From an optimization exercise on the open Yosys and OpenROAD flow, aimed at small area, a short achievable clock period and few clock cycles per item; shortcuts taken in it are not production practice.
At most, simulation tests tie the RTL to the original design; equivalence was not proved.
No functional check of the RTL was part of runs 1 to 5.
No activity file was given, so power comes from the tool's default toggle rates.

===== design.v =====
`default_nettype none
package arp_pkg;
  localparam int unsigned PACKET_FRAMES = 960;
  localparam int unsigned OUTPUT_RATE   = 48000;
  localparam int unsigned MIN_RATE      = 8000;
  localparam int unsigned RATE_W  = 19;
  localparam int unsigned PHASE_W = 21;   
  localparam int unsigned FRAME_W = 10;
  localparam int unsigned CFG_W   = 19;
  localparam int unsigned CIDX_W  = 2;
  localparam logic [CIDX_W-1:0] REG_SOURCE_RATE   = 2'd0;
  localparam logic [CIDX_W-1:0] REG_SAMPLE_FORMAT = 2'd1;
  localparam logic [CIDX_W-1:0] REG_STEREO_SOURCE = 2'd2;
  localparam logic [1:0] FMT_FLOAT = 2'd0;
  localparam logic [1:0] FMT_PCM16 = 2'd1;
  localparam logic [1:0] FMT_PCM32 = 2'd2;
  localparam logic [1:0] FMT_NONE  = 2'd3;
endpackage
`default_nettype wire
`default_nettype none
module arp_conv_pre (
  input  wire logic [31:0] raw_i,
  input  wire logic [1:0]  fmt_i,
  output logic      [15:0] v_o,      
  output logic      [3:0]  u_o,      
  output logic             st_o,     
  output logic             sgn_o,    
  output logic             big_o,    
  output logic             tiny_o    
);
  logic [7:0]  ex;
  logic [23:0] mant, q;
  logic [8:0]  mh;
  logic        nz, nz14, g1, up1, b;
  logic [7:0]  x8, y8;
  logic        eq_ff, eq_00;
  arp_add #(.W(24)) u_sub (
    .a_i (mant),
    .b_i ({15'h7FFF, ~mh}),
    .c_i (!b),
    .s_o (q)
  );
  always_comb begin
    ex   = raw_i[30:23];
    mant = {1'b1, raw_i[22:0]};
    mh   = mant[23:15];
    nz14 = |mant[13:0];
    nz   = nz14 | mant[14];
    g1   = mant[14] ^ nz14;
    up1  = g1 && (nz14 || (mant[0] ^ mh[0] ^ nz));
    b    = nz && !up1;
    x8    = mant[7:0];
    y8    = ~mh[7:0];
    eq_ff = &(x8 ^ y8);
    eq_00 = (x8 ^ y8) == {x8[6:0] | y8[6:0], 1'b0};
    st_o  = b ? !eq_00 : !eq_ff;
    u_o    = 4'(8'd126 - ex);
    sgn_o  = raw_i[31] && !((ex == 8'hFF) && (raw_i[22:0] != 23'd0));
    big_o  = ex >= 8'd127;
    tiny_o = ex <= 8'd110;
    case (fmt_i)
      arp_pkg::FMT_FLOAT: v_o = q[23:8];
      arp_pkg::FMT_PCM16: v_o = raw_i[15:0];
      default:            v_o = raw_i[31:16];
    endcase
  end
endmodule
module arp_conv_post (
  input  wire logic [15:0] v_i,
  input  wire logic [3:0]  u_i,
  input  wire logic        st_i,
  input  wire logic        sgn_i,
  input  wire logic        big_i,
  input  wire logic        tiny_i,
  input  wire logic        float_i,
  output logic      [15:0] sample_o
);
  logic [15:0] sh1, sh2, sh3, sh4, lmask, af, fin;
  logic        g2, s2, r2, rf;
  arp_add #(.W(16)) u_inc (
    .a_i (af ^ {16{sgn_i}}),
    .b_i (16'd0),
    .c_i (rf ^ sgn_i),
    .s_o (fin)
  );
  always_comb begin
    sh1   = u_i[3] ? {8'd0, v_i[15:8]} : v_i;
    sh2   = u_i[2] ? {4'd0, sh1[15:4]} : sh1;
    sh3   = u_i[1] ? {2'd0, sh2[15:2]} : sh2;
    sh4   = u_i[0] ? {1'd0, sh3[15:1]} : sh3;
    g2    = sh4[0];
    lmask = ~(16'hFFFF << u_i);
    s2    = st_i | (|(v_i & lmask));
    r2    = g2 && (s2 || sh4[1]);
    if (big_i) begin
      af = 16'h7FFF;
      rf = 1'b0;
    end else if (tiny_i) begin
      af = 16'h0000;
      rf = 1'b0;
    end else begin
      af = {1'b0, sh4[15:1]};
      rf = r2;
    end
    sample_o = float_i ? fin : v_i;
  end
endmodule
`default_nettype wire
`default_nettype none
module arp_add #(
  parameter int unsigned W = 8
) (
  input  wire logic [W-1:0] a_i,
  input  wire logic [W-1:0] b_i,
  input  wire logic         c_i,
  output logic      [W-1:0] s_o
);
  localparam int unsigned L = (W > 1) ? $clog2(W) : 1;
  logic [W-1:0] p;
  logic [W-1:0] gg [L+1];
  logic [W-1:0] pp [L+1];
  logic [W-1:0] cy;
  always_comb begin
    p     = a_i ^ b_i;
    gg[0] = a_i & b_i;
    pp[0] = p;
    for (int l = 0; l < L; l++) begin
      gg[l+1] = gg[l];
      pp[l+1] = pp[l];
      for (int i = 0; i < W; i++) begin
        if ((i >> l) & 1) begin
          gg[l+1][i] = gg[l][i] | (pp[l][i] & gg[l][((i >> l) << l) - 1]);
          pp[l+1][i] = pp[l][i] & pp[l][((i >> l) << l) - 1];
        end
      end
    end
    cy[0] = c_i;
    for (int i = 1; i < W; i++) cy[i] = gg[L][i-1] | (pp[L][i-1] & c_i);
    s_o = p ^ cy;
  end
endmodule
`default_nettype wire
`default_nettype none
module audio_resample_packetizer_unit (
  input  wire logic                       clk_i,
  input  wire logic                       rst_ni,
  input  wire logic                       in_valid_i,
  output logic                            in_ready_o,
  input  wire logic [31:0]                in_first_channel_i,
  input  wire logic [31:0]                in_second_channel_i,
  input  wire logic                       in_buffer_start_i,
  input  wire logic                       in_silent_i,
  input  wire logic [63:0]                in_time_ns_i,
  output logic                            out_valid_o,
  input  wire logic                       out_ready_i,
  output logic [15:0]                     out_left_sample_o,
  output logic [15:0]                     out_right_sample_o,
  output logic [15:0]                     out_packet_sequence_o,
  output logic                            out_first_of_packet_o,
  output logic                            out_last_of_packet_o,
  output logic [63:0]                     out_packet_time_ns_o,
  output logic                            out_last_of_run_o,
  input  wire logic                       cfg_we_i,
  input  wire logic [arp_pkg::CIDX_W-1:0] cfg_index_i,
  input  wire logic [arp_pkg::CFG_W-1:0]  cfg_wdata_i
);
  localparam int unsigned PW = arp_pkg::PHASE_W;
  localparam int unsigned RW = arp_pkg::RATE_W;
  localparam logic [PW-1:0] NEG_OUT = -PW'(arp_pkg::OUTPUT_RATE);
  logic [RW-1:0] rate_q;
  logic [1:0]    fmt_q;
  logic          stereo_q;
  logic [RW-1:0] wrate;
  assign wrate = (cfg_wdata_i[RW-1:0] < RW'(arp_pkg::MIN_RATE))
               ? RW'(arp_pkg::MIN_RATE) : cfg_wdata_i[RW-1:0];
  always_ff @(posedge clk_i or negedge rst_ni) begin
    if (!rst_ni) begin
      rate_q   <= RW'(arp_pkg::OUTPUT_RATE);
      fmt_q    <= arp_pkg::FMT_FLOAT;
      stereo_q <= 1'b1;
    end else if (cfg_we_i) begin
      unique case (cfg_index_i)
        arp_pkg::REG_SOURCE_RATE:   rate_q   <= wrate;
        arp_pkg::REG_SAMPLE_FORMAT: fmt_q    <= cfg_wdata_i[1:0];
        arp_pkg::REG_STEREO_SOURCE: stereo_q <= cfg_wdata_i[0];
        default: ;
      endcase
    end
  end
  logic [15:0] pv1, pv2, i_v1, i_v2;
  logic [3:0]  pu1, pu2, i_u1, i_u2;
  logic        pst1, pst2, psg1, psg2, pbg1, pbg2, ptn1, ptn2;
  logic        i_st1, i_st2, i_sg1, i_sg2, i_bg1, i_bg2, i_tn1, i_tn2;
  logic        i_v, i_start, i_silent;
  logic [63:0] i_tns;
  arp_conv_pre u_pre1 (
    .raw_i (in_first_channel_i), .fmt_i (fmt_q),
    .v_o (pv1), .u_o (pu1), .st_o (pst1), .sgn_o (psg1), .big_o (pbg1), .tiny_o (ptn1)
  );
  arp_conv_pre u_pre2 (
    .raw_i (in_second_channel_i), .fmt_i (fmt_q),
    .v_o (pv2), .u_o (pu2), .st_o (pst2), .sgn_o (psg2), .big_o (pbg2), .tiny_o (ptn2)
  );
  logic               e_v, e_prod;
  logic [15:0]        e_l, e_r;
  logic [63:0]        e_tns;
  logic [PW-1:0]      d_q, dn_q;
  logic [arp_pkg::FRAME_W-1:0] fip_q;
  logic [15:0]        seq_q;
  logic               first_q, plast_q;
  logic below, last, ov, take, step, fin, e_free, load_e, i_prod;
  logic [PW-1:0] res, rm, res_m, res_r, dn_r;
  logic [15:0]   cl, cr;
  assign below  = d_q[PW-1];
  assign last   = !dn_q[PW-1];
  assign ov     = e_v && below && e_prod;
  assign take   = ov && out_ready_i;
  assign step   = e_v && below && (take || !e_prod);
  assign fin    = e_v && (!below || (last && step));
  assign e_free = !e_v || fin;
  assign load_e = e_free && i_v;
  assign i_prod = i_silent || (fmt_q != arp_pkg::FMT_NONE);
  assign in_ready_o = (!i_v || e_free) && !(i_v && !i_prod)
                   && !(e_v && below && !e_prod && !last);
  assign res = below ? dn_q : d_q;
  assign rm  = PW'(rate_q) + NEG_OUT;
  arp_add #(.W(PW)) u_res_m (.a_i(res),  .b_i(NEG_OUT),     .c_i(1'b0), .s_o(res_m));
  arp_add #(.W(PW)) u_res_r (.a_i(res),  .b_i(rm),          .c_i(1'b0), .s_o(res_r));
  arp_add #(.W(PW)) u_dn_r  (.a_i(dn_q), .b_i(PW'(rate_q)), .c_i(1'b0), .s_o(dn_r));
  arp_conv_post u_post1 (
    .v_i (i_v1), .u_i (i_u1), .st_i (i_st1), .sgn_i (i_sg1), .big_i (i_bg1), .tiny_i (i_tn1),
    .float_i (fmt_q == arp_pkg::FMT_FLOAT), .sample_o (cl)
  );
  arp_conv_post u_post2 (
    .v_i (i_v2), .u_i (i_u2), .st_i (i_st2), .sgn_i (i_sg2), .big_i (i_bg2), .tiny_i (i_tn2),
    .float_i (fmt_q == arp_pkg::FMT_FLOAT), .sample_o (cr)
  );
  always_ff @(posedge clk_i) begin
    if (in_ready_o) begin
      i_v1     <= pv1;
      i_u1     <= pu1;
      i_st1    <= pst1;
      i_sg1    <= psg1;
      i_bg1    <= pbg1;
      i_tn1    <= ptn1;
      i_v2     <= pv2;
      i_u2     <= pu2;
      i_st2    <= pst2;
      i_sg2    <= psg2;
      i_bg2    <= pbg2;
      i_tn2    <= ptn2;
      i_start  <= in_buffer_start_i;
      i_silent <= in_silent_i;
      i_tns    <= in_time_ns_i;
    end
    if (load_e) begin
      e_l    <= i_silent ? 16'd0 : cl;
      e_r    <= i_silent ? 16'd0 : (stereo_q ? cr : cl);
      e_tns  <= i_tns;
      e_prod <= i_prod;
    end
  end
  always_ff @(posedge clk_i or negedge rst_ni) begin
    if (!rst_ni) begin
      i_v     <= 1'b0;
      e_v     <= 1'b0;
      d_q     <= '0;
      dn_q    <= '0;
      fip_q   <= '0;
      seq_q   <= '0;
      first_q <= 1'b1;
      plast_q <= 1'b0;
    end else begin
      if (in_ready_o) i_v <= in_valid_i;
      else if (load_e) i_v <= 1'b0;
      if (load_e) begin
        e_v  <= 1'b1;
        d_q  <= i_start ? NEG_OUT : res_m;
        dn_q <= i_start ? rm : res_r;
      end else if (fin) begin
        e_v  <= 1'b0;
        d_q  <= res;
      end else if (step) begin
        d_q  <= dn_q;
        dn_q <= dn_r;
      end
      if (take) begin
        if (plast_q) begin
          fip_q <= '0;
          seq_q <= seq_q + 16'd1;
        end else begin
          fip_q <= fip_q + arp_pkg::FRAME_W'(1);
        end
        first_q <= plast_q;
        plast_q <= (fip_q == arp_pkg::FRAME_W'(arp_pkg::PACKET_FRAMES - 2));
      end
    end
  end
  assign out_valid_o           = ov;
  assign out_left_sample_o     = e_l;
  assign out_right_sample_o    = e_r;
  assign out_packet_sequence_o = seq_q;
  assign out_first_of_packet_o = first_q;
  assign out_last_of_packet_o  = plast_q;
  assign out_packet_time_ns_o  = plast_q ? e_tns : 64'd0;
  assign out_last_of_run_o     = last;
endmodule
`default_nettype wire

===== run.sh =====
#!/bin/bash
# synth_recipe.tcl (not shown) runs the flow's synth.tcl, then flattens the netlist and writes it again
# the make line also repeats each setting of config.mk as NAME=value (left out here)
make -C /OpenROAD-flow-scripts/flow DESIGN_CONFIG=/design/flow/config.mk WORK_HOME=/design/flow/orfs CLKGATE_MAP_FILE= SYNTH_SCRIPT=/design/flow/synth_recipe.tcl finish

===== config.mk =====
export PLATFORM = sky130hd
export DESIGN_NAME = audio_resample_packetizer_unit
export DESIGN_NICKNAME = audio_resample_packetizer_unit
export VERILOG_FILES = /design/flow/design.v
export SDC_FILE = /design/flow/constraint.sdc
export NUM_CORES = 4
export LEC_CHECK = 0
export CAP_MARGIN = 20
export CORE_MARGIN = 2
export CORE_UTILIZATION = 40
export PLACE_DENSITY = 0.6
export SLEW_MARGIN = 20

===== constraint.sdc =====
create_clock -name core_clock -period 8.0 [get_ports {clk_i}]
set_input_delay 1.6000 -clock core_clock [delete_from_list [all_inputs] [get_ports {clk_i}]]
set_output_delay 1.6000 -clock core_clock [all_outputs]
set_load 0.01 [all_outputs]

==> results of run 1 <==
[layer usage]
layer,GRT usage,part of all wire,vias up
li1,-,-,7675
met1,0.293,0.43,7777
met2,0.371,0.48,496
met3,0.0362,0.057,97
met4,0.0837,0.031,0
met5,0,0,-
[synth_stat cells, types with 6 or more instances]
cell,count,share of area
edfxtp_1,211,0.32
nand2_1,187,0.036
nor2_1,137,0.026
o21ai_0,118,0.030
a21oi_1,95,0.024
inv_1,93,0.018
xnor2_1,91,0.040
clkbuf_1,87,0.017
dfrtp_1,85,0.11
ha_1,83,0.053
and2_1,72,0.023
mux2i_1,54,0.027
mux2_2,51,0.029
nor3_1,47,0.012
xor2_1,36,0.016
nand3_1,35,0.0089
a21o_1,33,0.013
o211ai_1,30,0.011
a211oi_1,21,0.0080
or3_1,21,0.0067
a31oi_1,20,0.0064
nand4_1,19,0.0060
nand2b_1,17,0.0054
nor4_1,17,0.0054
and3_1,16,0.0051
mux4_2,16,0.018
nor2b_1,15,0.0048
o31ai_1,15,0.0057
o21a_1,13,0.0050
o221ai_1,13,0.0058
a221oi_1,12,0.0053
o22ai_1,11,0.0035
fa_1,10,0.010
a311oi_1,9,0.0040
buf_2,9,0.0023
dfstp_2,9,0.012
o2111ai_1,9,0.0040
or2_2,9,0.0029
o31a_1,7,0.0031
clkinv_1,6,0.0011
nand3b_1,6,0.0023
o21bai_1,6,0.0023
[worst min-delay path by stage]
stage / endpoint / slack (ns) / cells past startpoint
finish: e_tns[3] / 0.42 / 0
global route: e_tns[60] / 0.42 / 0
CTS: e_tns[63] / 0.42 / 0
detailed placement: e_tns[12] / 0.40 / 0
global placement: e_tns[52] / 0.40 / 0
floorplan: e_tns[0] / 0.40 / 0
[cell type report]
type,instances,area (µm²),share of cell area
clock inverter,17,146,0.00608
inverter,100,378,0.0157
multi-input combinational,1450,10200,0.423
sequential,305,8700,0.361
timing repair buffer,292,2870,0.119
tap,664,831,0.0345
clock buffer,47,952,0.0396
[worst reg2reg max path: stages (launching register included)]
cell and delay (ns):
edfxtp_1 0.90, clkinv_1 0.53, a21oi_1 0.43, mux4_2 0.33, nor2_1 0.06, o31ai_1 0.77, and2_0 0.48, nand4_1 0.16
xor2_1 0.29, o221ai_1 0.18
[power by group through the flow]
stage,sequential [mW],combinational [mW],clock [mW]
after global placement,2.66,3.12,0
after CTS,2.65,3.21,1.61
after floorplan,2.49,2.41,0
after detailed placement,2.67,3.18,0
after global routing,2.70,3.56,1.66
final,2.65,3.21,1.56
[state kept, by name, summed over array words and instances, names as in the netlist, 2 cells and up]
register and cells:
e_tns 64, i_tns 64, d_q 21, dn_q 21, rate_q 19, e_l 16, e_r 16, i_v1 16
i_v2 16, seq_q 16, fip_q 10, i_u1 4, i_u2 4, fmt_q 2
[stage by stage]
stage	utilization	area, µm²	worst slack [ns]	hold slack (ns)
after floorplan	-	19700	1.23	0.400
after global placement	0.471	23000	2.44	0.400
after detailed placement	0.471	23000	2.37	0.405
after CTS	0.494	24100	2.71	0.418
after global routing	0.494	24100	2.56	0.422
final	0.494	24100	2.68	0.416
[cell families after synthesis]
| logic type | after synthesis | synth area share |
|---|---|---|
| compound gates | 481 | 0.163 |
| flops | 305 | 0.442 |
| simple gates | 623 | 0.155 |
| xor+xnor | 127 | 0.0565 |
| fa+ha+maj | 94 | 0.0634 |
| buf+inv | 207 | 0.0419 |
| mux | 125 | 0.0783 |
==> metrics.cfg, run 1 <==
[critical_path]
cp-end-kind=primary output
critPathMostFrequentCell=clkdlybuf4s50_1
critPathArrivalTime_ns=3.72
path_cells=clkdlybuf4s50_1 > nor2b_1 > o211ai_1 > a21oi_1 > nor2_4 > clkdlybuf4s50_1
crit_fanout=9
slowest_delay_ns=0.55
critPathCapture=in_ready_o
r2r_start=i_u1[3]
r2r_slack_ns=3.61
cp_data_required_time_ns=6.40
reg2reg_to=e_r[12]
crit_family=buffers and inverters
worstSetupPathType=in2out
crit_buf_inv=2
cp_slowest_cell=nor2b_1
r2r_cells=9
crit_cells=6
worstSetupStartpoint=out_ready_i
start_kind=input port

[timing]
rsz0062_at_grt=false
period_minus_slack_ns=5.32
fmax_mhz=188
drv_slew=0
worstMarginPinSlew_ns=1.16
setup_tns_ns=0
skew_ns=0.0193
finalHoldViolations=0
slew_headroom=0.206
setup_violations=0
fin_crit_sh=0.665

[floorplan]
die_y_um=226
start_util=0.404
die_x_um=226
die_area_mm2=0.0510
core_mm2=0.0487
pin_count=273
core.rowCount=81

[finish]
drive_gt1_frac=0.0810
fin_nets=2434
fillers=4497
syn2layout_area_growth_pct=22.2
antennaDiodeCount=0
final_cell_mix=271 x clkdlybuf4s50_1, 211 x edfxtp_1, 187 x nand2_1, 135 x nor2_1, 118 x o21ai_0
layout.cells.non_filler=2875
final_common_cell=clkdlybuf4s50_1

[power]
ir_drop_uv=152
powerDensity_mw_per_mm2=308
p_sw_frac=0.392
pwr-share-seq=0.358
power.total_mw=7.42
clockPowerShare=0.210
pwr-share-comb=0.432
p_int_mw=4.51
p_switching_mw=2.91
power_leakage_nw=9.37

[global_routing]
grt_max_degree=81
grt_usage=0.223
gr-total-overflow=0
antenna_found_initial=0
grt_pass1_wl_um=89300
grt_pass1_vias=15707

[route]
first_pass_iters=5
drt_iter0_drc=1113
ant_nets=0
wl_um=57600
vias_per_cell=5.58
drcViolationCount=0
wl_per_cell_um=20.0
num_vias=16045

[yosys]
seq_area_frac_synth=0.442
synth_nets=2211
yosysWarnings=12
ys.flop_type=edfxtp_1
syn_area_per_cell_um2=10.0
ys_ff_latch=305
ys_types=93
syn-instance-count=1962
synthArstFlopShare=0.308
synth_edf_count=211
synth_area_mm2=0.0197

[clock_tree]
cts_sinks=305
numCtsBuffers=36
cts-htree-levels=2
clock_latency_ns=0.56
cts_tree=built
clock_tree.root_cell=clkbuf_16
cts_resized=0
cts_hold_buf=0
cts_buffer_depth=3
cts_setup_buffers=0
clkSlewWorstSetupHoldPaths_ns=0.05

[placed_design]
port_buffers=272
gp_congestion=0.916
dp_hpwl_um=41700
place_inst=2811

[flow_run]
cap_violations=0

[hold_path]
min_from=i_tns[3]
min_path_type=reg2reg

[outcome]
outcome=complete, no violations

==> inputs of run 2 (changes only) <==
--- a/config.mk
+++ b/config.mk
@@ -10,3 +10,4 @@
 export CORE_UTILIZATION = 40
 export PLACE_DENSITY = 0.6
+export SETUP_SLACK_MARGIN = 3
 export SLEW_MARGIN = 20
==> run 2 against run 1 <==
Still clean on timing, DRC and antenna. Clock skew down 0.0035 ns. Routed wire length is 0.36% lower. Non-clock buffer count up 1. Total power is 0.37% higher. Maximum frequency is 8.8% higher. Critical path type unchanged. Largest power group unchanged.
==> metrics.cfg, run 2 <==
[clock_tree]
clock_tree.root_cell=clkbuf_16
cts_tree=built
clock_latency_ns=0.56
cts_sinks=305
clkSlewWorstSetupHoldPaths_ns=0.06
cts-htree-levels=2
numCtsBuffers=36
cts_hold_buf=0
cts_buffer_depth=3

[timing]
fin_crit_sh=0.611
skew_ns=0.0158
drv_slew=0
setup_violations=0
period_minus_slack_ns=4.89
fmax_mhz=205
worstMarginPinSlew_ns=1.03
setup_tns_ns=0
slew_headroom=0.315
rsz0062_at_grt=true
finalHoldViolations=0
setup_ws_ns=3.11

[floorplan]
core.rowCount=81
start_util=0.404
die_x_um=226
core_mm2=0.0487
die_area_mm2=0.0510
pin_count=273
die_y_um=226

[yosys]
yosysWarnings=12
synthArstFlopShare=0.308
syn-instance-count=1962
synthTopCellsByArea=edfxtp_1 32%, dfrtp_1 11%, ha_1 5.3%
synth.largest_area_cell=edfxtp_1
syn_area_per_cell_um2=10.0
ys_types=93
synth_edf_count=211
synth_common_cells=211 x edfxtp_1, 187 x nand2_1, 137 x nor2_1
synth_most_common_cell=edfxtp_1
ys.flop_type=edfxtp_1
synth_area_mm2=0.0197
synth_nets=2211
seq_area_frac_synth=0.442
ys_ff_latch=305
synth_top_area_frac=0.322

[hold_path]
holdPathEnd=e_tns[22]
hold_depth=0
min_from=i_tns[22]
min_path_type=reg2reg

[route]
wl_um=57400
vias_per_cell=5.61
num_vias=16139
drt_iter0_drc=1138
drcViolationCount=0
ant_nets=0
first_pass_iters=5
wl_per_cell_um=19.9

[critical_path]
start_kind=input port
slowest_delay_ns=0.55
cp_data_required_time_ns=6.40
path_cells=clkdlybuf4s50_1 > nor2b_4 > o211ai_1 > a21oi_1 > nor2_4 > dlygate4sd2_1
crit_family=buffers and inverters
reg2reg_to=e_r[11]
cp-end-kind=primary output
r2r_cells=10
critPathArrivalTime_ns=3.29
crit_buf_inv=2
r2r_start=i_u1[3]
crit_fanout=9
r2r_slack_ns=3.66
worstSetupPathType=in2out
cp_slowest_cell=clkdlybuf4s50_1

[finish]
final_cell_mix=270 x clkdlybuf4s50_1, 211 x edfxtp_1, 187 x nand2_1, 135 x nor2_1, 118 x o21ai_0
fillers=4474
fin_nets=2435
final_common_cell=clkdlybuf4s50_1
drive_gt1_frac=0.0827
top_regs=e_tns x64, i_tns x64
syn2layout_area_growth_pct=22.6

[global_routing]
gr-total-overflow=0
antenna_found_initial=1
grt_max_degree=115
grt_pass1_vias=15742
grt_pass1_wl_um=88400
grt_usage=0.221

[power]
p_int_mw=4.53
ir_drop_uv=154
power_leakage_nw=9.39
pwr-share-seq=0.357
p_sw_frac=0.391
clockPowerShare=0.211
powerDensity_mw_per_mm2=309
pwr-share-comb=0.432
p_switching_mw=2.92

[flow_run]
cap_violations=0

[placed_design]
gp_congestion=0.903
dpl_worst_slack_ns=2.31
dp_hpwl_um=41300
port_buffers=272

[outcome]
outcome=complete, no violations

-- run 2: cell counts after synthesis --
No cell type changed its count.
-- run 2: power groups by stage --
| stage | Sequential, mW | Clock [mW] | Combinational, mW |
|---|---|---|---|
| 6_report | 2.66 | 1.57 | 3.22 |
| 5_1_grt | 2.71 | 1.67 | 3.57 |
| 4_1_cts | 2.65 | 1.62 | 3.21 |
| 3_5_place_dp | 2.67 | 0 | 3.19 |
| 3_3_place_gp | 2.66 | 0 | 3.12 |
| 2_1_floorplan | 2.48 | 0 | 2.41 |
-- run 2: per-layer routing --
metal / vias to the layer above / part of all wire / track usage
li1: 7660 / - / -
met1: 7864 / 0.43 / 0.294
met2: 523 / 0.48 / 0.365
met3: 92 / 0.061 / 0.0394
met4: 0 / 0.026 / 0.0716
met5: - / 0 / 0
-- run 2: cell type report --
type | instances | area (µm²) | area share
clock buffer | 45 | 935 | 0.0387
multi-input combinational | 1450 | 10200 | 0.424
sequential | 305 | 8700 | 0.361
clock inverter | 20 | 171 | 0.00710
tap | 664 | 831 | 0.0344
antenna | 1 | 2.50 | 0.000104
timing repair buffer | 293 | 2890 | 0.120
inverter | 100 | 378 | 0.0157
-- run 2: through the flow --
step | cell area, µm² | instances | power [mW] | utilization | hold slack (ns)
floorplan | 19700 | 1962 | 4.89 | - | 0.400
global placement | 23000 | 2810 | 5.78 | 0.471 | 0.400
detailed placement | 23000 | 2810 | 5.86 | 0.471 | 0.405
CTS | 24100 | 2877 | 7.48 | 0.495 | 0.416
global route | 24100 | 2878 | 7.95 | 0.495 | 0.417
finish | 24100 | 2878 | 7.45 | 0.495 | 0.413
-- run 2: worst max-delay path by stage --
stage | start | to | slack (ns) | cells past startpoint
CTS | out_ready_i | in_ready_o | 3.06 | 6
detailed placement | in_first_channel_i[10] | i_v1[9] | 2.31 | 14
global route | in_second_channel_i[10] | i_v2[14] | 2.98 | 13
floorplan | out_ready_i | in_ready_o | 2.46 | 5
finish | out_ready_i | in_ready_o | 3.11 | 6
global placement | in_first_channel_i[10] | i_v1[9] | 2.44 | 14
-- run 2: logic make-up (layout without fill, tap and decap cells) --
group / Yosys count / count (layout) / share of synthesized area
AO/OA/AOI/OAI: 481 / 481 / 0.163
XOR/XNOR: 127 / 127 / 0.0565
adder cells (fa/ha/maj): 94 / 94 / 0.0634
buffers and inverters: 207 / 458 / 0.0419
flip-flops: 305 / 305 / 0.442
multiplexers: 125 / 125 / 0.0783
other: 0 / 1 / 0
AND/OR/NAND/NOR: 623 / 623 / 0.155
-- run 2: repair_timing --
item,in CTS,in global routing
gates resized for setup,3,4
setup buffers,2,0
setup endpoints to repair,3,4
pin swaps,3,1
==> inputs of run 3 (changes only) <==
--- a/config.mk
+++ b/config.mk
@@ -10,4 +10,4 @@
 export CORE_UTILIZATION = 40
 export PLACE_DENSITY = 0.6
-export SETUP_SLACK_MARGIN = 3
+export SETUP_SLACK_MARGIN = 4.5
 export SLEW_MARGIN = 20
==> run 3 against run 2 <==
Final cell count up 4.8%. Sequential share of layout area down 3.3 points. Combinational power up about 20%. Area after synthesis unchanged. Clock power about the same. Critical endpoint is now i_v1[7]. Largest power group unchanged.
==> metrics.cfg, run 3 <==
[yosys]
ys.flop_type=edfxtp_1
synth_nets=2211
synth_top_area_frac=0.322
seq_area_frac_synth=0.442
syn_area_per_cell_um2=10.0
syn-instance-count=1962
synthArstFlopShare=0.308
ys_types=93
synthTopCellsByArea=edfxtp_1 32%, dfrtp_1 11%, ha_1 5.3%
ys_ff_latch=305
synth_common_cells=211 x edfxtp_1, 187 x nand2_1, 137 x nor2_1
synth.largest_area_cell=edfxtp_1
yosysWarnings=12
synth_area_mm2=0.0197
synth_most_common_cell=edfxtp_1
synth_edf_count=211

[clock_tree]
numCtsBuffers=36
cts_buffer_depth=3
cts-htree-levels=2
clock_tree.root_cell=clkbuf_16
cts_sinks=305
clkSlewWorstSetupHoldPaths_ns=0.06
clock_latency_ns=0.56
cts_tree=built

[timing]
fmax_mhz=240
slew_headroom=0.308
finalHoldViolations=0
setup_violations=0
setup_tns_ns=0
rsz0062_at_grt=true
worstMarginPinSlew_ns=1.04
hold_slack_ns=0.418
drv_slew=0
skew_ns=0.0185
period_minus_slack_ns=4.16
fin_crit_sh=0.520

[critical_path]
cp_data_required_time_ns=8.41
reg2reg_to=e_r[13]
cp_slowest_cell=or3_4
critPathArrivalTime_ns=4.58
r2r_slack_ns=4.33
path_cells=buf_8 > or3_4 > or3_4 > or3_4 > inv_4 > ha_4 > o41ai_4 > a211oi_2 > or2_4 > nand2_4 > o211ai_1 > buf_6 > or3_1 > a311o_1 > nand2_1
worstSetupPathType=in2reg
start_kind=input port
r2r_cells=13
cp-end-kind=flop
crit_fanout=7
r2r_start=i_u2[2]
worstSetupStartpoint=in_first_channel_i[11]
slowest_delay_ns=0.39
critPathCapture=i_v1[7]
critPathMostFrequentCell=or3_4

[power]
ir_drop_uv=161
power_leakage_nw=11.0
powerDensity_mw_per_mm2=303

[floorplan]
die_area_mm2=0.0510
core.rowCount=81
die_x_um=226
die_y_um=226
pin_count=273
start_util=0.404
core_mm2=0.0487

[global_routing]
grt_max_degree=81
antenna_found_initial=0
gr-total-overflow=0
grt_usage=0.237
grt_pass1_vias=16423
grt_pass1_wl_um=93900

[route]
wl_met3_um=3790
vias_per_cell=5.62
wl_per_cell_um=20.7
drt_iter0_drc=1224
top_layer=met4
num_vias=16961
wl_met2_um=30100
met1Wirelength_um=26000
drcViolationCount=0
first_pass_iters=7
ant_nets=0
wl_um=62300

[finish]
fin_nets=2574
syn2layout_area_growth_pct=35.0
antennaDiodeCount=0
layout.cells.non_filler=3017
final_common_cell=edfxtp_1
drive_gt1_frac=0.205
final_cell_mix=211 x edfxtp_1, 181 x nand2_1, 176 x clkdlybuf4s50_1, 130 x nor2_1, 113 x buf_4
fillers=4269
top_regs=e_tns x64, i_tns x64

[placed_design]
port_buffers=272
gp_congestion=0.913
place_inst=2811
dp_hpwl_um=41900

[outcome]
outcome=complete, no violations

[hold_path]
min_path_type=reg2reg

[flow_run]
cap_violations=0

-- run 3: cell counts after synthesis --
Identical to the previous run, type by type.
-- run 3: area by class of cell --
type	instances	area, µm²	area share
multi-input combinational	1450	11200	0.420
clock buffer	44	931	0.0350
timing repair buffer	432	4350	0.164
tap	664	831	0.0313
inverter	100	403	0.0152
clock inverter	22	189	0.00711
sequential	305	8700	0.327
-- run 3: what timing repair did --
| item | in CTS | in global routing |
|---|---|---|
| setup endpoints to repair | 322 | 191 |
| pin swaps | 57 | 63 |
| hold buffers | 0 | 0 |
| buffers inserted | 82 | 47 |
| gates resized for setup | 259 | 157 |
| gates cloned | 8 | 3 |
-- run 3: kinds of logic (layout without fill, tap and decap cells) --
family,count (synthesis),after routing,synth area share
simple gates,623,623,0.155
compound gates,481,481,0.163
flops,305,305,0.442
buf+inv,207,598,0.0419
xor+xnor,127,127,0.0565
mux,125,125,0.0783
fa+ha+maj,94,94,0.0634
-- run 3: worst min path at each step --
stage / from / endpoint / cells after the start
after floorplan: i_tns[0] / e_tns[0] / 0
after global routing: i_tns[33] / e_tns[33] / 0
after global placement: i_tns[33] / e_tns[33] / 0
after CTS: i_tns[39] / e_tns[39] / 0
after detailed placement: i_tns[49] / e_tns[49] / 0
final: i_tns[46] / e_tns[46] / 0
-- run 3: through the flow --
step	worst slack [ns]	util	total power, mW	cell area (µm²)
finish	3.84	0.545	8.06	26600
global route	3.73	0.545	8.58	26600
CTS	3.88	0.524	7.77	25500
detailed placement	2.69	0.475	5.88	23100
global placement	2.77	0.475	5.81	23100
floorplan	2.47	-	4.93	19900
-- run 3: where the power goes --
| part | internal, mW | leakage (nW) | switching, mW |
|---|---|---|---|
| registers | 2.22 | 3.26 | 0.394 |
| clock network | 0.903 | 0.541 | 0.676 |
| logic | 1.77 | 7.25 | 2.10 |
| total | 4.89 | 11.0 | 3.17 |
-- run 3: routing by layer --
| layer | up-vias | global-route usage |
|---|---|---|
| li1 | 7953 | - |
| met2 | 602 | 0.394 |
| met1 | 8255 | 0.308 |
| met5 | - | 0 |
| met4 | 0 | 0.0874 |
| met3 | 151 | 0.0418 |
-- run 3: critical path, delay by kind of cell --
kind	cells	cell delay, ns
AO/OA/AOI/OAI	4	0.63
adder cells (fa/ha/maj)	1	0.19
AND/OR/NAND/NOR	7	1.81
buffers and inverters	3	0.34
==> inputs of run 4 (changes only) <==
--- a/design.v
+++ b/design.v
@@ -32,5 +32,5 @@
   logic [23:0] mant, q;
   logic [8:0]  mh;
-  logic        nz, nz14, g1, up1, b;
+  logic        nz14, b;
   logic [7:0]  x8, y8;
   logic        eq_ff, eq_00;
@@ -46,8 +46,5 @@
     mh   = mant[23:15];
     nz14 = |mant[13:0];
-    nz   = nz14 | mant[14];
-    g1   = mant[14] ^ nz14;
-    up1  = g1 && (nz14 || (mant[0] ^ mh[0] ^ nz));
-    b    = nz && !up1;
+    b    = mant[14] && (nz14 || mh[0]);
     x8    = mant[7:0];
     y8    = ~mh[7:0];
@@ -193,5 +190,5 @@
   logic        i_st1, i_st2, i_sg1, i_sg2, i_bg1, i_bg2, i_tn1, i_tn2;
   logic        i_v, i_start, i_silent;
-  logic [63:0] i_tns;
+  logic [63:0] t_q;
   arp_conv_pre u_pre1 (
     .raw_i (in_first_channel_i), .fmt_i (fmt_q),
@@ -204,10 +201,10 @@
   logic               e_v, e_prod;
   logic [15:0]        e_l, e_r;
-  logic [63:0]        e_tns;
   logic [PW-1:0]      d_q, dn_q;
   logic [arp_pkg::FRAME_W-1:0] fip_q;
   logic [15:0]        seq_q;
-  logic               first_q, plast_q;
+  logic               first_q, plast_q, near_q;
   logic below, last, ov, take, step, fin, e_free, load_e, i_prod;
+  logic hw, ef_now, ef_take, rdy_now, rdy_take;
   logic [PW-1:0] res, rm, res_m, res_r, dn_r;
   logic [15:0]   cl, cr;
@@ -221,6 +218,10 @@
   assign load_e = e_free && i_v;
   assign i_prod = i_silent || (fmt_q != arp_pkg::FMT_NONE);
-  assign in_ready_o = (!i_v || e_free) && !(i_v && !i_prod)
-                   && !(e_v && below && !e_prod && !last);
+  assign hw       = !(i_v && !i_prod) && !(e_v && below && !e_prod && !last);
+  assign ef_now   = !e_v || !below || (last && !e_prod);
+  assign ef_take  = ov && last;
+  assign rdy_now  = hw && (i_v ? (!near_q && ef_now) : (!near_q || ef_now));
+  assign rdy_take = hw && ef_take && !(i_v && near_q);
+  assign in_ready_o = rdy_now || (rdy_take && out_ready_i);
   assign res = below ? dn_q : d_q;
   assign rm  = PW'(rate_q) + NEG_OUT;
@@ -252,10 +253,9 @@
       i_start  <= in_buffer_start_i;
       i_silent <= in_silent_i;
-      i_tns    <= in_time_ns_i;
+      t_q      <= in_time_ns_i;
     end
     if (load_e) begin
       e_l    <= i_silent ? 16'd0 : cl;
       e_r    <= i_silent ? 16'd0 : (stereo_q ? cr : cl);
-      e_tns  <= i_tns;
       e_prod <= i_prod;
     end
@@ -271,4 +271,5 @@
       first_q <= 1'b1;
       plast_q <= 1'b0;
+      near_q  <= 1'b0;
     end else begin
       if (in_ready_o) i_v <= in_valid_i;
@@ -294,4 +295,5 @@
         first_q <= plast_q;
         plast_q <= (fip_q == arp_pkg::FRAME_W'(arp_pkg::PACKET_FRAMES - 2));
+        near_q  <= !plast_q && (fip_q >= arp_pkg::FRAME_W'(arp_pkg::PACKET_FRAMES - 13));
       end
     end
@@ -303,5 +305,5 @@
   assign out_first_of_packet_o = first_q;
   assign out_last_of_packet_o  = plast_q;
-  assign out_packet_time_ns_o  = plast_q ? e_tns : 64'd0;
+  assign out_packet_time_ns_o  = plast_q ? t_q : 64'd0;
   assign out_last_of_run_o     = last;
 endmodule
==> run 4 against run 3 <==
Final cell count is 6.3% lower. First-iteration DRC count is 4.0% higher. Sequential power is about 30% lower. Critical path type is now in2out.
==> metrics.cfg, run 4 <==
[critical_path]
crit_cells=7
cp_data_required_time_ns=6.40
crit_buf_inv=3
slowest_delay_ns=0.26
crit_fanout=4
start_kind=input port
r2r_start=i_u1[1]
cp_slowest_cell=o21ai_4
critPathArrivalTime_ns=2.59
cp-end-kind=primary output
path_cells=buf_8 > nor2b_4 > o211ai_1 > buf_4 > a21oi_2 > o21ai_4 > buf_6
r2r_cells=13
worstSetupStartpoint=out_ready_i
crit_family=compound AO/OA/AOI/OAI gates
worstSetupPathType=in2out

[route]
num_vias=16240
wl_um=57500
ant_nets=0
drt_iter0_drc=1273
vias_per_cell=5.74
first_pass_iters=7
drcViolationCount=0
wl_per_cell_um=20.3

[flow_run]
cap_violations=0

[clock_tree]
cts_buffer_depth=3
cts_sinks=242
clock_tree.root_cell=clkbuf_16
cts_tree=built
numCtsBuffers=28
cts-htree-levels=1
clock_latency_ns=0.59
clkSlewWorstSetupHoldPaths_ns=0.06

[yosys]
seq_area_frac_synth=0.384
ys.flop_type=edfxtp_1
synth_nets=2127
synthTopCellsByArea=edfxtp_1 25%, dfrtp_1 12%, ha_1 5.7%
synth_top_family_by_area=compound AO/OA/AOI/OAI gates
synth_compound_area_frac=0.193
synthSimpleGateAreaFrac=0.179
synth_mux_area_frac=0.0675
synth_edf_count=147
synth_most_common_cell=nand2_1
ys_ff_latch=242
yosysWarnings=12
synth_xor_area_frac=0.0568
syn-instance-count=1880
synth-adder-area-share=0.0685
ys_types=97
synth_common_cells=154 x nand2_1, 147 x edfxtp_1, 142 x o21ai_0
synthArstFlopShare=0.393
synth_area_mm2=0.0177
synth.largest_area_cell=edfxtp_1
syn_area_per_cell_um2=9.43
synth_top_area_frac=0.249

[timing]
slew_headroom=0.467
finalHoldViolations=0
setup_violations=0
fin_crit_sh=0.524
fmax_mhz=239
drv_slew=0
rsz0062_at_grt=true
skew_ns=0.0191
worstMarginPinSlew_ns=0.799
period_minus_slack_ns=4.19
setup_tns_ns=0

[hold_path]
hold_depth=1
min_path_type=reg2reg
min_from=seq_q[15]

[global_routing]
grt_pass1_wl_um=88100
grt_pass1_vias=15444
use_met2=0.378
top_usage_layer=met2
grt_max_degree=72
use_met1=0.318
grt_usage=0.239
gr-total-overflow=0
antenna_found_initial=13
use_met3=0.0570

[finish]
syn2layout_area_growth_pct=32.1
layout.cells.non_filler=2827
largest_reg_flops=64
fin_area_mm2=0.0234
top_regs=t_q x64, d_q x21, dn_q x21
fin_nets=2452
regMostFlops=t_q
final_common_cell=clkdlybuf4s50_1
final_cell_mix=165 x clkdlybuf4s50_1, 151 x nand2_1, 147 x edfxtp_1, 127 x o21ai_0, 108 x buf_4
drive_gt1_frac=0.196

[placed_design]
gp_congestion=0.902
dp_hpwl_um=40500
placed_cell_area_mm2=0.0210
place_inst=2656
port_buffers=272

[power]
power_leakage_nw=9.64
power.total_mw=5.38
ir_drop_uv=161
powerDensity_mw_per_mm2=230

[floorplan]
core.rowCount=77
die_area_mm2=0.0460
die_y_um=215
pin_count=273
start_util=0.403
die_x_um=215
core_mm2=0.0440

[outcome]
outcome=complete, no violations

## run 4: cell types whose count changed after synthesis, moves of 14 or more
cell and change:
xnor2_1 -19, mux2_2 -27, nor3_1 +14, nor2_1 -25, nand2_1 -33, edfxtp_1 -64
o21ai_0 +24, clkbuf_1 -21
## run 4: stage by stage
stage | hold WS, ns | setup slack, ns | util
2_1_floorplan | 0.443 | 2.46 | -
3_3_place_gp | 0.463 | 2.76 | 0.477
3_5_place_dp | 0.471 | 2.72 | 0.477
4_1_cts | 0.484 | 3.72 | 0.515
5_1_grt | 0.486 | 3.78 | 0.532
6_report | 0.481 | 3.81 | 0.532
## run 4: repair_timing
action	4_1_cts	5_1_grt
pin swaps	28	55
setup buffers	54	50
gates cloned	5	2
setup endpoints to repair	275	170
hold buffers	0	0
resized for setup	207	211
## run 4: cell families after synthesis
group	count (synthesis)
XOR/XNOR	115
buffers and inverters	204
adder cells (fa/ha/maj)	91
AO/OA/AOI/OAI	515
multiplexers	95
flip-flops	242
AND/OR/NAND/NOR	618
## run 4: path summary, 6_finish.rpt
check | end | slack (ns)
min in group asynchronous | dn_q[11] | 1.02
max reg2reg | e_r[1] | 4.51
min reg2reg | seq_q[15] | 0.48
max in group asynchronous | plast_q | 5.80
max | in_ready_o | 3.81
min | seq_q[15] | 0.48
## run 4: area by class of cell
type | count | area (µm²)
Fill cell | 4037 | 20600
Multi-Input combinational cell | 1434 | 10800
Sequential cell | 242 | 6810
Timing Repair Buffer | 402 | 3710
Clock buffer | 39 | 792
Tap cell | 592 | 741
Inverter | 97 | 372
Clock inverter | 13 | 165
Antenna cell | 8 | 20.0
## run 4: layer usage
| layer | up-vias | share of wire |
|---|---|---|
| met5 | - | 0.0011 |
| met1 | 7803 | 0.42 |
| met4 | 10 | 0.034 |
| li1 | 7643 | - |
| met2 | 652 | 0.46 |
| met3 | 132 | 0.084 |
## run 4: report_power, final
part | internal (mW) | switching, mW | leakage, nW | total (mW)
Combinational | 1.03 | 1.19 | 6.46 | 2.22
Sequential | 1.58 | 0.252 | 2.72 | 1.83
Clock | 0.787 | 0.545 | 0.462 | 1.33
Total | 3.39 | 1.99 | 9.64 | 5.38
==> inputs of run 5 (changes only) <==
--- a/design.v
+++ b/design.v
@@ -113,5 +113,5 @@
   output logic      [W-1:0] s_o
 );
-  localparam int unsigned L = (W > 1) ? $clog2(W) : 1;
+  localparam int unsigned L = (W > 16) ? 5 : (W > 8) ? 4 : (W > 4) ? 3 : (W > 2) ? 2 : 1;
   logic [W-1:0] p;
   logic [W-1:0] gg [L+1];
@@ -206,5 +206,4 @@
   logic               first_q, plast_q, near_q;
   logic below, last, ov, take, step, fin, e_free, load_e, i_prod;
-  logic hw, ef_now, ef_take, rdy_now, rdy_take;
   logic [PW-1:0] res, rm, res_m, res_r, dn_r;
   logic [15:0]   cl, cr;
@@ -218,10 +217,20 @@
   assign load_e = e_free && i_v;
   assign i_prod = i_silent || (fmt_q != arp_pkg::FMT_NONE);
-  assign hw       = !(i_v && !i_prod) && !(e_v && below && !e_prod && !last);
-  assign ef_now   = !e_v || !below || (last && !e_prod);
-  assign ef_take  = ov && last;
-  assign rdy_now  = hw && (i_v ? (!near_q && ef_now) : (!near_q || ef_now));
-  assign rdy_take = hw && ef_take && !(i_v && near_q);
-  assign in_ready_o = rdy_now || (rdy_take && out_ready_i);
+  function automatic logic [1:0] ready_terms(
+    input logic iv, input logic iprod, input logic ev, input logic bel,
+    input logic lst, input logic eprod, input logic nr
+  );
+    logic h, en, et;
+    h  = !(iv && !iprod) && !(ev && bel && !eprod && !lst);
+    en = !ev || !bel || (lst && !eprod);
+    et = ev && bel && eprod && lst;
+    ready_terms = {h && (iv ? (!nr && en) : (!nr || en)),
+                   h && et && !(iv && nr)};
+  endfunction
+  logic          rdy_now_q, rdy_take_q;
+  logic          nx_iv, nx_isil, nx_iprod, nx_ev, nx_eprod, nx_near;
+  logic [1:0]    nx_fmt, nx_rdy;
+  logic [PW-1:0] nx_d, nx_dn;
+  assign in_ready_o = rdy_now_q || (rdy_take_q && out_ready_i);
   assign res = below ? dn_q : d_q;
   assign rm  = PW'(rate_q) + NEG_OUT;
@@ -237,4 +246,27 @@
     .float_i (fmt_q == arp_pkg::FMT_FLOAT), .sample_o (cr)
   );
+  always_comb begin
+    nx_iv    = in_ready_o ? in_valid_i : (i_v && !load_e);
+    nx_isil  = in_ready_o ? in_silent_i : i_silent;
+    nx_fmt   = (cfg_we_i && cfg_index_i == arp_pkg::REG_SAMPLE_FORMAT)
+             ? cfg_wdata_i[1:0] : fmt_q;
+    nx_iprod = nx_isil || (nx_fmt != arp_pkg::FMT_NONE);
+    nx_ev    = load_e || (e_v && !fin);
+    nx_eprod = load_e ? i_prod : e_prod;
+    nx_near  = take ? (!plast_q && (fip_q >= arp_pkg::FRAME_W'(arp_pkg::PACKET_FRAMES - 13)))
+                    : near_q;
+    nx_d  = d_q;
+    nx_dn = dn_q;
+    if (load_e) begin
+      nx_d  = i_start ? NEG_OUT : res_m;
+      nx_dn = i_start ? rm : res_r;
+    end else if (fin) begin
+      nx_d  = res;
+    end else if (step) begin
+      nx_d  = dn_q;
+      nx_dn = dn_r;
+    end
+    nx_rdy = ready_terms(nx_iv, nx_iprod, nx_ev, nx_d[PW-1], !nx_dn[PW-1], nx_eprod, nx_near);
+  end
   always_ff @(posedge clk_i) begin
     if (in_ready_o) begin
@@ -272,18 +304,15 @@
       plast_q <= 1'b0;
       near_q  <= 1'b0;
+      rdy_now_q  <= 1'b1;
+      rdy_take_q <= 1'b0;
     end else begin
+      rdy_now_q  <= nx_rdy[1];
+      rdy_take_q <= nx_rdy[0];
+      near_q     <= nx_near;
       if (in_ready_o) i_v <= in_valid_i;
       else if (load_e) i_v <= 1'b0;
-      if (load_e) begin
-        e_v  <= 1'b1;
-        d_q  <= i_start ? NEG_OUT : res_m;
-        dn_q <= i_start ? rm : res_r;
-      end else if (fin) begin
-        e_v  <= 1'b0;
-        d_q  <= res;
-      end else if (step) begin
-        d_q  <= dn_q;
-        dn_q <= dn_r;
-      end
+      e_v  <= nx_ev;
+      d_q  <= nx_d;
+      dn_q <= nx_dn;
       if (take) begin
         if (plast_q) begin
@@ -295,5 +324,4 @@
         first_q <= plast_q;
         plast_q <= (fip_q == arp_pkg::FRAME_W'(arp_pkg::PACKET_FRAMES - 2));
-        near_q  <= !plast_q && (fip_q >= arp_pkg::FRAME_W'(arp_pkg::PACKET_FRAMES - 13));
       end
     end
--- a/config.mk
+++ b/config.mk
@@ -10,4 +10,4 @@
 export CORE_UTILIZATION = 40
 export PLACE_DENSITY = 0.6
-export SETUP_SLACK_MARGIN = 4.5
+export SETUP_SLACK_MARGIN = 4.8
 export SLEW_MARGIN = 20
==> run 5 against run 4 <==
Utilization grew 6.1 points. Final cell count grew 1.3%. Highest routed layer is now met4. Largest power group unchanged. Clock-buffer cell count is 2 higher.
==> metrics.cfg, run 5 <==
[outcome]
outcome=complete, no violations

[route]
ant_nets=0
wl_um=58300
first_pass_iters=5
vias_per_cell=5.62
drt_iter0_drc=1216
wl_per_cell_um=20.3
drcViolationCount=0
num_vias=16098

[global_routing]
gr-total-overflow=0
grt_usage=0.241
grt_max_degree=76
antenna_found_initial=0
grt_pass1_wl_um=86700
grt_pass1_vias=15866

[critical_path]
cp_data_required_time_ns=6.40
worstSetupPathType=in2out
cp-end-kind=primary output
r2r_start=i_u1[2]
worstSetupStartpoint=out_ready_i
critPathArrivalTime_ns=2.24
start_kind=input port
crit_fanout=3

[timing]
skew_ns=0.0186
slew_headroom=0.341
period_minus_slack_ns=3.84
finalHoldViolations=0
setup_violations=0
rsz0062_at_grt=true
fin_crit_sh=0.479
drv_slew=0
fmax_mhz=261
worstMarginPinSlew_ns=0.989
setup_tns_ns=0

[placed_design]
gp_congestion=0.918
dp_hpwl_um=37800
port_buffers=272

[power]
powerDensity_mw_per_mm2=201
power_leakage_nw=10.4
ir_drop_uv=165
power.total_mw=5.16

[finish]
drive_gt1_frac=0.321
final_cell_mix=157 x nand2_1, 155 x clkdlybuf4s50_1, 145 x edfxtp_1, 124 x buf_6, 122 x buf_4
fin_nets=2505
syn2layout_area_growth_pct=45.8
antennaDiodeCount=0
final_common_cell=nand2_1
regMostFlops=t_q
largest_reg_flops=64
top_regs=t_q x64, d_q x21, dn_q x21

[hold_path]
min_from=seq_q[15]
min_path_type=reg2reg

[clock_tree]
cts_tree=built
cts_buffer_depth=3
clock_tree.root_cell=clkbuf_16
cts_sinks=244
clkSlewWorstSetupHoldPaths_ns=0.06
numCtsBuffers=31
clock_latency_ns=0.57
cts-htree-levels=1
cts_hold_buf=0

[yosys]
syn-instance-count=1846
synth_common_cells=163 x nand2_1, 145 x edfxtp_1, 119 x nor2_1
synth_nets=2093
synthTopCellsByArea=edfxtp_1 25%, dfrtp_1 12%, ha_1 5.8%
synthArstFlopShare=0.398
seq_area_frac_synth=0.389
synth_most_common_cell=nand2_1
ys_types=94
synth.largest_area_cell=edfxtp_1
ys.flop_type=edfxtp_1
syn_area_per_cell_um2=9.53
ys_ff_latch=244
yosysWarnings=12
synth_edf_count=145
synth_top_area_frac=0.248
synth_area_mm2=0.0176

[floorplan]
pin_count=273
core.rowCount=76
core_mm2=0.0433
die_x_um=214
start_util=0.407
die_area_mm2=0.0457
die_y_um=214

[flow_run]
cap_violations=0

run 5: cell count changes after synthesis, sizes merged, moves of 9 or more:
cell	previous run	this run
a21oi	92	118
nor2b	14	29
o21ai	147	113
nand3b	16	6
xnor2	72	94
nand2	154	163
o21a	17	7
a221oi	12	21
o211ai	22	13
mux2	24	39
buf	39	25
nand3	44	30
run 5: power by group:
part           switching (mW)  internal [mW]
clock network           0.549          0.825
registers               0.262           1.54
logic                    1.03          0.950
total                    1.84           3.32
run 5: through the flow:
stage / cell area (µm²) / hold WS [ns] / std cells / util / worst slack [ns]
floorplan: 18000 / 0.445 / 1846 / - / 3.31
global placement: 21100 / 0.459 / 2622 / 0.489 / 2.91
detailed placement: 21100 / 0.460 / 2622 / 0.489 / 2.91
CTS: 24500 / 0.474 / 2826 / 0.567 / 4.14
global route: 25600 / 0.483 / 2865 / 0.593 / 4.13
finish: 25600 / 0.465 / 2865 / 0.593 / 4.16
run 5: repair_timing:
item / CTS / global route
gates resized for setup: 752 / 191
setup endpoints to repair: 280 / 162
pin swaps: 98 / 71
buffers inserted: 136 / 39
cloned: 13 / 0
run 5: per-layer routing:
metal | wire length (µm) | part of all wire | track usage | vias to the layer above
met1 | 24900 | 0.43 | 0.319 | 7862
met4 | 1950 | 0.033 | 0.0783 | 0
li1 | - | - | - | 7589
met5 | 0 | 0 | 0 | -
met2 | 28400 | 0.49 | 0.407 | 522
met3 | 3050 | 0.052 | 0.0344 | 125
run 5: kinds of logic after synthesis:
logic type | count (synthesis) | synth area share
multiplexers | 115 | 0.0829
XOR/XNOR | 132 | 0.0657
buffers and inverters | 193 | 0.0430
AO/OA/AOI/OAI | 459 | 0.174
AND/OR/NAND/NOR | 611 | 0.176
flip-flops | 244 | 0.389
adder cells (fa/ha/maj) | 92 | 0.0696
run 5: path summary, 6_finish.rpt:
kind | endpoint | slack (ns) | depth (start not counted)
worst max-delay path | in_ready_o | 4.16 | 5
worst min-delay path | seq_q[15] | 0.47 | 1
worst min register to register | seq_q[15] | 0.47 | 1
worst max register to register | e_r[9] | 4.31 | 12
max in group asynchronous | fmt_q[1] | 5.68 | 2
min in group asynchronous | rate_q[1] | 0.93 | 1
run 5: cell type report:
class	instances	area, µm²
Clock inverter	14	125
Multi-Input combinational cell	1409	11600
Fill cell	3593	17600
Tap cell	585	732
Inverter	95	413
Timing Repair Buffer	477	5010
Sequential cell	244	6840
Clock buffer	41	875
run 5: critical path: stages:
cell	delay, ns
buf_8	0.10
a21oi_4	0.15
clkinvlp_4	0.13
buf_12	0.14
buf_6	0.11
==> inputs of run 6 (changes only) <==
--- a/design.v
+++ b/design.v
@@ -115,6 +115,6 @@
   localparam int unsigned L = (W > 16) ? 5 : (W > 8) ? 4 : (W > 4) ? 3 : (W > 2) ? 2 : 1;
   logic [W-1:0] p;
-  logic [W-1:0] gg [L+1];
-  logic [W-1:0] pp [L+1];
+  logic [L:0][W-1:0] gg;
+  logic [L:0][W-1:0] pp;
   logic [W-1:0] cy;
   always_comb begin
@@ -164,5 +164,5 @@
   localparam int unsigned PW = arp_pkg::PHASE_W;
   localparam int unsigned RW = arp_pkg::RATE_W;
-  localparam logic [PW-1:0] NEG_OUT = -PW'(arp_pkg::OUTPUT_RATE);
+  localparam logic [PW-1:0] NEG_OUT = 21'h1F4480;
   logic [RW-1:0] rate_q;
   logic [1:0]    fmt_q;
--- a/config.mk
+++ b/config.mk
@@ -9,4 +9,5 @@
 export CORE_MARGIN = 2
 export CORE_UTILIZATION = 40
+export CTS_BUF_LIST = sky130_fd_sc_hd__clkbuf_8
 export PLACE_DENSITY = 0.6
 export SETUP_SLACK_MARGIN = 4.8
==> run 6 against run 5 <==
Maximum frequency increased by 3.3%. Final area is 1.9% lower. Die area increased by 0.17%. Sequential power rose by 24%. Highest routed layer is now met5. Still clean on timing, DRC and antenna. Combinational power is 120% higher. Register-to-register slack got worse by 0.02 ns. Clock-buffer cell count rose by 9. Global-route usage up 1.9 points. Non-clock buffer count down 19. Largest power group unchanged. Utilization down 1.1 points.
==> metrics.cfg, run 6 <==
[power]
power_leakage_nw=10.4
pwr-share-comb=0.556
pwr-share-seq=0.287
ir_drop_uv=155
p_int_mw=4.44
p_switching_mw=3.33
p_sw_frac=0.428
clockPowerShare=0.157
powerDensity_mw_per_mm2=309

[route]
num_vias=16534
vias_per_cell=5.67
wl_um=60100
first_pass_iters=6
drt_iter0_drc=1416
ant_nets=0
drcViolationCount=0
wl_per_cell_um=20.6

[clock_tree]
clock_latency_ns=0.62
cts_hold_buf=0
cts_tree=built
cts_buffer_depth=3
clkSlewWorstSetupHoldPaths_ns=0.07
numCtsBuffers=45
cts_sinks=244
cts-htree-levels=2
clock_tree.root_cell=clkbuf_8

[placed_design]
place_inst=2659
port_buffers=272
dp_hpwl_um=40000
gp_congestion=0.904

[critical_path]
start_kind=flop
cp_slowest_cell=a2111oi_4
path_cells=buf_12 > buf_8 > nor2b_1 > mux4_2 > buf_6 > nor2_4 > o2111ai_4 > buf_4 > nand3_2 > a2111oi_4 > nand2_2 > mux2_4 > a21oi_4 > a21oi_2
reg2reg_to=e_r[12]
cp_data_required_time_ns=8.33
cp-end-kind=flop
slowest_delay_ns=0.53
r2r_slack_ns=4.29
critPathArrivalTime_ns=4.04
r2r_start=i_u1[2]
crit_fanout=8
worstSetupPathType=reg2reg
r2r_cells=14

[yosys]
synth_most_common_cell=nand2_1
synthArstFlopShare=0.398
ys_ff_latch=244
synth_area_mm2=0.0176
ys.flop_type=edfxtp_1
synth_common_cells=178 x nand2_1, 145 x edfxtp_1, 142 x nor2_1
seq_area_frac_synth=0.388
synth_top_area_frac=0.247
ys_types=94
syn_area_per_cell_um2=9.34
synth.largest_area_cell=edfxtp_1
syn-instance-count=1886
synthTopCellsByArea=edfxtp_1 25%, dfrtp_1 12%, ha_1 5.8%
yosysWarnings=6
synth_nets=2133
synth_edf_count=145

[floorplan]
pin_count=273
core.rowCount=76
die_y_um=214
die_area_mm2=0.0457
die_x_um=214
core_mm2=0.0433
start_util=0.407

[hold_path]
hold_depth=2
min_from=first_q
holdPathEnd=first_q
min_path_type=reg2reg

[timing]
fin_crit_sh=0.464
worstMarginPinSlew_ns=0.998
fmax_mhz=269
rsz0062_at_grt=true
finalHoldViolations=0
period_minus_slack_ns=3.71
drv_slew=0
setup_violations=0
setup_tns_ns=0
skew_ns=0.0277
slew_headroom=0.335

[finish]
top_regs=t_q x64, d_q x21, dn_q x21
largest_reg_flops=64
final_core_util=0.582
layout.cells.non_filler=2914
final_cell_mix=168 x nand2_1, 145 x edfxtp_1, 141 x clkdlybuf4s50_1, 128 x nor2_1, 125 x buf_6
drive_gt1_frac=0.311
fin_nets=2537
syn2layout_area_growth_pct=42.8
final_common_cell=nand2_1
regMostFlops=t_q
fillers=3658

[global_routing]
gr-total-overflow=0
grt_pass1_vias=16595
grt_usage=0.260
antenna_found_initial=4
grt_max_degree=73
grt_pass1_wl_um=93000

[outcome]
outcome=complete, no violations

[flow_run]
cap_violations=0

## run 6: worst max-delay path by stage
stage                                       start         end  slack (ns)  cells past startpoint
final                                     i_u1[2]     e_r[12]        4.29                     14
after global routing                      i_u1[2]      e_r[9]        4.17                     15
after CTS                             out_ready_i  in_ready_o        4.26                      4
after detailed placement  in_second_channel_i[16]    i_v2[15]        3.07                     13
after global placement    in_second_channel_i[16]    i_v2[15]        3.14                     13
after floorplan                       out_ready_i  in_ready_o        3.31                      2
## run 6: area by class of cell
class	instances	area, µm²	area share
Tap cell	585	732	0.0291
Clock inverter	34	204	0.00810
Multi-Input combinational cell	1455	11700	0.464
Antenna cell	2	5.00	0.000199
Timing Repair Buffer	458	4680	0.186
Clock buffer	50	688	0.0273
Inverter	86	343	0.0136
Sequential cell	244	6850	0.272
## run 6: critical path, delay by kind of cell (launching register included)
family	cells	cell delay, ns
mux	2	0.71
compound gates	4	0.99
buf+inv	4	0.60
flops	1	0.48
simple gates	4	0.67
## run 6: what timing repair did
action                                  4_1_cts  5_1_grt
setup buffers                               119       38
gates cloned                                 10        1
endpoints found under the setup margin      298      156
gates resized for setup                     734      224
pin swaps                                    93       87
## run 6: metal layers
| metal | share of wire | vias up | GRT usage |
|---|---|---|---|
| met3 | 0.080 | 132 | 0.0620 |
| met5 | 0.00025 | - | 0 |
| met4 | 0.030 | 2 | 0.102 |
| li1 | - | 7708 | - |
| met1 | 0.42 | 7991 | 0.339 |
| met2 | 0.47 | 701 | 0.420 |
## run 6: kinds of logic after synthesis
| kind of cell | Yosys count | synth area share |
|---|---|---|
| compound gates | 466 | 0.172 |
| xor+xnor | 139 | 0.0691 |
| fa+ha+maj | 92 | 0.0694 |
| buf+inv | 188 | 0.0414 |
| flops | 244 | 0.388 |
| mux | 114 | 0.0792 |
| simple gates | 643 | 0.181 |
## run 6: power by group through the flow
stage | Clock, mW | Sequential (mW) | Combinational [mW]
final | 1.22 | 2.23 | 4.32
after global routing | 1.30 | 2.28 | 4.73
after CTS | 1.24 | 2.23 | 4.04
after detailed placement | 0 | 2.27 | 3.54
after global placement | 0 | 2.27 | 3.47
after floorplan | 0 | 2.08 | 2.69
## run 6: metrics by stage
stage	power [mW]	hold slack (ns)	instance area (µm²)	setup slack, ns
2_1_floorplan	4.77	0.463	18100	3.31
3_3_place_gp	5.74	0.452	21300	3.14
6_report	7.77	0.458	25200	4.29
5_1_grt	8.30	0.484	25200	4.17
3_5_place_dp	5.81	0.452	21300	3.07
4_1_cts	7.51	0.459	24100	4.26
Testbench counts of run 6, summed over its fixed seeds: cycles 10,882, items 6,400.
==> inputs of run 7 (changes only) <==
--- a/config.mk
+++ b/config.mk
@@ -9,5 +9,4 @@
 export CORE_MARGIN = 2
 export CORE_UTILIZATION = 40
-export CTS_BUF_LIST = sky130_fd_sc_hd__clkbuf_8
 export PLACE_DENSITY = 0.6
 export SETUP_SLACK_MARGIN = 4.8
==> run 7 against run 6 <==
Critical path depth shrank 10. Largest cell class unchanged. Hold slack lost 0.0011 ns. Final area grew 0.14%. Maximum frequency grew 0.17%. Critical path type is now in2out. Utilization grew 0.081 points. Area after synthesis is the same. First-iteration DRC count shrank 6.4%. Final cell count shrank 1.4%.
==> metrics.cfg, run 7 <==
[critical_path]
worstSetupStartpoint=out_ready_i
start_kind=input port
cp-end-kind=primary output
critPathCapture=in_ready_o
worstSetupPathType=in2out
path_cells=buf_8 > a21oi_4 > clkinvlp_4 > buf_6
r2r_cells=12
crit_fanout=3
r2r_start=i_u1[2]
critPathArrivalTime_ns=2.11
slowest_delay_ns=0.14
r2r_slack_ns=4.33
cp_slowest_cell=a21oi_4
cp_data_required_time_ns=6.40
reg2reg_to=e_r[5]

[global_routing]
antenna_found_initial=4
grt_max_degree=73
gr-total-overflow=0
grt_usage=0.257
grt_pass1_vias=16386
grt_pass1_wl_um=92300

[timing]
finalHoldViolations=0
worstMarginPinSlew_ns=0.989
period_minus_slack_ns=3.71
fin_crit_sh=0.463
setup_tns_ns=0
setup_violations=0
slew_headroom=0.341
fmax_mhz=270
rsz0062_at_grt=true
skew_ns=0.0180
drv_slew=0

[yosys]
synth_most_common_cell=nand2_1
syn_area_per_cell_um2=9.34
yosysWarnings=6
synthTopCellsByArea=edfxtp_1 25%, dfrtp_1 12%, ha_1 5.8%
ys_ff_latch=244
seq_area_frac_synth=0.388
synth_nets=2133
syn-instance-count=1886
ys.flop_type=edfxtp_1
ys_types=94
synth_common_cells=178 x nand2_1, 145 x edfxtp_1, 142 x nor2_1
synthArstFlopShare=0.398
synth_top_area_frac=0.247
synth.largest_area_cell=edfxtp_1
synth_edf_count=145
synth_area_mm2=0.0176

[route]
first_pass_iters=6
drcViolationCount=0
num_vias=16391
vias_per_cell=5.70
ant_nets=0
drt_iter0_drc=1325
wl_um=60000
wl_per_cell_um=20.9

[placed_design]
dp_hpwl_um=40000
placed_cell_area_mm2=0.0213
gp_congestion=0.904
port_buffers=272

[clock_tree]
clock_tree.root_cell=clkbuf_16
cts_sinks=244
clkSlewWorstSetupHoldPaths_ns=0.05
clock_latency_ns=0.58
cts_tree=built
numCtsBuffers=30
cts_hold_buf=0
cts_buffer_depth=3
cts-htree-levels=1

[floorplan]
start_util=0.407
core_mm2=0.0433
die_x_um=214
die_y_um=214
pin_count=273
die_area_mm2=0.0457
core.rowCount=76

[finish]
regArea_mm2=0.00684
fin_area_mm2=0.0252
syn2layout_area_growth_pct=43.0
fillers=3654
multi_input_area_mm2=0.0117
fin_nets=2510
largest_reg_flops=64
drive_gt1_frac=0.304
final_common_cell=nand2_1
top_regs=t_q x64, d_q x21, dn_q x21
final_cell_mix=168 x nand2_1, 145 x edfxtp_1, 141 x clkdlybuf4s50_1, 128 x nor2_1, 124 x buf_6
regMostFlops=t_q

[power]
ir_drop_uv=184
powerDensity_mw_per_mm2=313
power_leakage_nw=10.4

[flow_run]
cap_violations=0

[hold_path]
min_path_type=reg2reg

[outcome]
outcome=complete, no violations

## run 7: cell types whose count changed in the layout (fill, tap and decap cells not counted), moves of 3 or more
cell / before / now
clkinv_1: 13 / 5
buf_4: 109 / 101
clkbuf_16: 1 / 31
o21ai_1: 30 / 33
buf_2: 17 / 14
dlymetal6s2s_1: 2 / 9
clkbuf_1: 0 / 5
dlygate4sd2_1: 19 / 13
inv_1: 80 / 68
clkbuf_8: 50 / 1
## run 7: kinds of logic after synthesis
| group | Yosys count | share of synthesized area |
|---|---|---|
| simple gates | 643 | 0.181 |
| compound gates | 466 | 0.172 |
| flops | 244 | 0.388 |
| buf+inv | 188 | 0.0414 |
| xor+xnor | 139 | 0.0691 |
| mux | 114 | 0.0792 |
| fa+ha+maj | 92 | 0.0694 |
## run 7: what timing repair did
action                     4_1_cts  5_1_grt
resized for setup              688      272
buffers inserted               107       39
pin swaps                       92       88
setup endpoints to repair      296      163
gates cloned                     9        1
## run 7: how the worst min path moves through the flow
stage / to / slack (ns) / from / depth (start not counted)
after floorplan: near_q / 0.46 / near_q / 2
after global placement: first_q / 0.45 / first_q / 2
after detailed placement: first_q / 0.45 / first_q / 2
after CTS: first_q / 0.46 / first_q / 2
after global routing: first_q / 0.48 / first_q / 2
final: first_q / 0.46 / first_q / 2
## run 7: metal layers
layer  up-vias  track usage  wire length (µm)
li1       7651            -                 -
met1      7928        0.338             24900
met2       683        0.421             28500
met3       127       0.0600              4860
met4         2       0.0819              1680
met5         -            0                13
## run 7: area by class of cell
type,count,share of cell area
tap,585,0.0290
clock inverter,20,0.00884
clock buffer,36,0.0311
antenna,2,0.000199
timing repair buffer,446,0.182
inverter,86,0.0137
multi-input combinational,1455,0.464
sequential,244,0.272
## run 7: metrics by stage
step / utilization / power (mW) / setup slack [ns] / hold WS, ns / instances
final: 0.582 / 7.90 / 4.29 / 0.457 / 2874
after global routing: 0.582 / 8.43 / 4.18 / 0.484 / 2874
after CTS: 0.555 / 7.69 / 4.26 / 0.459 / 2831
after detailed placement: 0.492 / 5.81 / 3.07 / 0.452 / 2659
after global placement: 0.492 / 5.74 / 3.14 / 0.452 / 2659
after floorplan: - / 4.77 / 3.31 / 0.463 / 1886
## run 7: power by group
| group | internal, mW | switching (mW) |
|---|---|---|
| clock | 0.829 | 0.575 |
| sequential | 1.82 | 0.412 |
| combinational | 1.94 | 2.32 |
| total | 4.59 | 3.31 |
## run 7: critical path: cells and delay by family
kind | cells | cell delay (ns)
compound gates | 1 | 0.14
buf+inv | 3 | 0.36

-- afterwards: timing with drivers on the ports --
How much do the figures lean on ideal ports? The routed layouts below were timed once more, with nothing changed but the port constraints.
Step 1 sets driving cells, clkbuf_16 on the clock port and buf_2 on the other inputs (assumed; they add their load-dependent delay and slew).
Step 2 moves the port delays by t, midway between the first and last clock arrival at a register: inputs arrive t later, outputs are due t later. That takes back most of the time a late clock gives input paths.
Three values: ideal, step 1, step 2; two values: the first two.
run	shift t [ns]	setup WS [ns]	worst hold slack (ns)	clock arrival spread, ns	slew at the worst register clock pin (ns)
run 1	0.607	2.681 / 2.630 / 2.280	0.416 / 0.416 / 0.416	0.020 / 0.020	0.06 / 0.06
run 2	0.605	3.113 / 3.056 / 2.621	0.413 / 0.413 / 0.413	0.019 / 0.019	0.06 / 0.06
run 3	0.603	3.839 / 3.855 / 3.252	0.418 / 0.418 / 0.418	0.020 / 0.020	0.06 / 0.06
run 4	0.635	3.809 / 3.757 / 3.757	0.481 / 0.481 / 0.481	0.021 / 0.021	0.07 / 0.07
run 5	0.623	4.164 / 4.119 / 3.854	0.465 / 0.465 / 0.465	0.020 / 0.021	0.06 / 0.06
run 6	0.657	4.288 / 4.224 / 3.733	0.458 / 0.458 / 0.458	0.031 / 0.031	0.07 / 0.07
run 7	0.631	4.295 / 4.224 / 3.703	0.457 / 0.457 / 0.457	0.018 / 0.019	0.07 / 0.07
After both steps every run listed still meets setup and hold. For run 7, which loses most, drivers alone change the setup slack by -0.071 ns; drivers and shift together by -0.592 ns.
